From an optimization exercise on the open Yosys and OpenROAD flow, aimed at small area, a short achievable clock period and few clock cycles; shortcuts taken in it are not production practice. Function was checked by simulation only, so behaviour that the tests miss may differ from the original.

## array_list_engine
module array_list_engine #(
	parameter int LIST_DEPTH = 128
) (
	input  logic        clk,
	input  logic        arst_n,
	input  logic        s_tvalid,
	output logic        s_tready,
	input  logic [47:0] s_tdata,   
	output logic        m_tvalid,
	input  logic        m_tready,
	output logic [55:0] m_tdata    
);
Size in the first run: about 12000 cells after synthesis, roughly 4400 flip-flops, ~110 I/O pins, about 0.18 mm² of cells after synthesis.
Settings: LEC_CHECK=0, CAP_MARGIN=20, CORE_MARGIN=2, CORE_UTILIZATION=30, PLACE_DENSITY=0.45, SLEW_MARGIN=20; clock period 10.0 ns.
run.sh (not shown) runs the stock make flow with config.mk's settings and CLKGATE_MAP_FILE= SYNTH_SCRIPT=/design/flow/synth_recipe.tcl, a recipe that flattens the netlist after the stock synthesis.
Testbench counts at the start, summed over its fixed seeds: cycles 328,504.
Rerun with:
--- a/flow/design.v
+++ b/flow/design.v
@@ -53,24 +53,35 @@
 	logic          phase_q;
 	ale_pkg::result_t res_q;
 	logic [1:0]    st_q;
 	logic [7:0]    fpos_q;
 	logic [31:0]   rval_q;
 	logic [31:0] mem [LIST_DEPTH];
 	logic [31:0] rd_q;
 	logic [AW-1:0] addr;
 	logic          we;
 	logic [31:0]   wd;
+	logic [AW-1:0] raddr;
 	always_ff @(posedge clk) begin
 		if (we)
 			mem[addr] <= wd;
-		rd_q <= mem[addr];
+		rd_q <= mem[raddr];
+	end
+	always_comb begin
+		raddr = addr;
+		if (state_q == S_ACT && phase_q &&
+		    (kind_q == ale_pkg::REQ_SORT || kind_q == ale_pkg::REQ_INSERT ||
+		     kind_q == ale_pkg::REQ_SINSERT))
+			raddr = AW'(((kind_q == ale_pkg::REQ_SORT) ? j_q : i_q) - 2'd2);
+		else if (state_q == S_ACT && ((kind_q == ale_pkg::REQ_SINSERT && !phase_q) ||
+		         kind_q == ale_pkg::REQ_DELETE || kind_q == ale_pkg::REQ_LOCATE))
+			raddr = AW'(i_q + 1'b1);
 	end
 	logic signed [31:0] cmp_a, cmp_b;
 	logic cmp_gt, cmp_eq;
 	assign cmp_gt = cmp_a > cmp_b;
 	assign cmp_eq = cmp_a == cmp_b;
 	always_comb begin
 		cmp_a = rd_q;
 		cmp_b = val_q;
 		case (kind_q)
 			ale_pkg::REQ_SINSERT: begin
@@ -262,60 +273,77 @@
 						default: ;
 					endcase
 				end
 				S_ACT: begin
 					state_q <= S_RD;
 					case (kind_q)
 						ale_pkg::REQ_GET: begin
 							rval_q <= rd_q; state_q <= S_DONE;
 						end
 						ale_pkg::REQ_INSERT, ale_pkg::REQ_SINSERT: begin
-							if (phase_q)
+							if (phase_q) begin
 								i_q <= i_q - 1'b1;
-							else if (cmp_gt)
-								i_q <= i_q + 1'b1;   
-							else begin
+								state_q <= (i_q - 1'b1 == j_q) ? S_WR : S_ACT;
+							end
+							else if (cmp_gt) begin
+								if (i_q + 1'b1 >= cnt_x) begin
+									j_q <= i_q + 1'b1; i_q <= cnt_x; phase_q <= 1'b1;
+									fpos_q <= 8'(i_q + 2'd2);
+								end else begin
+									i_q <= i_q + 1'b1;
+									state_q <= S_ACT;
+								end
+							end else begin
 								j_q <= i_q; i_q <= cnt_x; phase_q <= 1'b1;
 								fpos_q <= 8'(i_q + 1'b1);
 							end
 						end
-						ale_pkg::REQ_DELETE: i_q <= i_q + 1'b1;
+						ale_pkg::REQ_DELETE: begin
+							i_q <= i_q + 1'b1;
+							if (i_q + 1'b1 >= cnt_x) begin
+								count_q <= count_q - 1'b1; state_q <= S_DONE;
+							end else
+								state_q <= S_ACT;
+						end
 						ale_pkg::REQ_LOCATE: begin
 							if (cmp_eq) begin
 								st_q <= ale_pkg::ST_OK;
 								fpos_q <= 8'(i_q + 1'b1);
 								state_q <= S_DONE;
-							end else
+							end else begin
 								i_q <= i_q + 1'b1;
+								state_q <= (i_q + 1'b1 >= cnt_x) ? S_DONE : S_ACT;
+							end
 						end
 						ale_pkg::REQ_REVERSE: begin
 							if (!phase_q) begin
 								a_q <= rd_q; phase_q <= 1'b1;
 							end else
 								state_q <= S_WR;
 						end
 						ale_pkg::REQ_DEDUP: begin
 							if (!phase_q) begin
 								tmp_q <= rd_q; phase_q <= 1'b1; i_q <= IW'(1);
 							end else begin
 								if (!cmp_eq) begin
 									j_q <= j_q + 1'b1; tmp_q <= rd_q;
 								end
 								i_q <= i_q + 1'b1;
 							end
 						end
 						ale_pkg::REQ_SORT: begin
 							if (!phase_q) begin
 								tmp_q <= rd_q; j_q <= i_q; phase_q <= 1'b1;
-							end else if (cmp_gt)
+							end else if (cmp_gt) begin
 								j_q <= j_q - 1'b1;
-							else
+								state_q <= (j_q == IW'(1)) ? S_WR : S_ACT;
+							end else
 								state_q <= S_WR;
 						end
 						default: state_q <= S_DONE;
 					endcase
 				end
 				S_WR: begin
 					state_q <= S_RD;
 					case (kind_q)
 						ale_pkg::REQ_INSERT, ale_pkg::REQ_SINSERT: begin
 							count_q <= count_q + 1'b1; state_q <= S_DONE;
Outcome: The new run finished clean; final cell count shrinks by 13%; routed wire length shrinks by 12%; register-to-register slack is about the same; maximum frequency hardly moves; core utilization is about the same; synthesized cell count shrinks by 23%; design area shrinks by 0.53%; count of clock-buffer cells in the layout shrinks by 71; setup slack improves by 0.0092 ns; first-iteration DRC count shrinks by 24%; non-clock buffer count shrinks by 16.
Testbench counts after the change, summed over its fixed seeds: cycles 209,872.

-- port drivers added, routing unchanged --
Ports are ideal in the flow. The routed layouts listed here were re-timed in OpenROAD. Step 1 assumes that a clkbuf_16 drives the clock port and a buf_2 every other input. Step 2 moves the port delays by t, midway between the first and last clock arrival at a register: inputs arrive t later, outputs are due t later. That takes back most of the time a late clock gives input paths. Three values: ideal, step 1, step 2; two values: the first two.
run	t (ns)	setup WS [ns]	hold slack, ns	worst register clock-pin slew, ns
the first run	1.139	0.930 / 0.930 / 0.930	0.470 / 0.470 / 0.470	0.07 / 0.07
the second run	1.139	0.940 / 0.940 / 0.940	0.465 / 0.465 / 0.465	0.08 / 0.08
After both steps setup and hold are still met in every run listed.
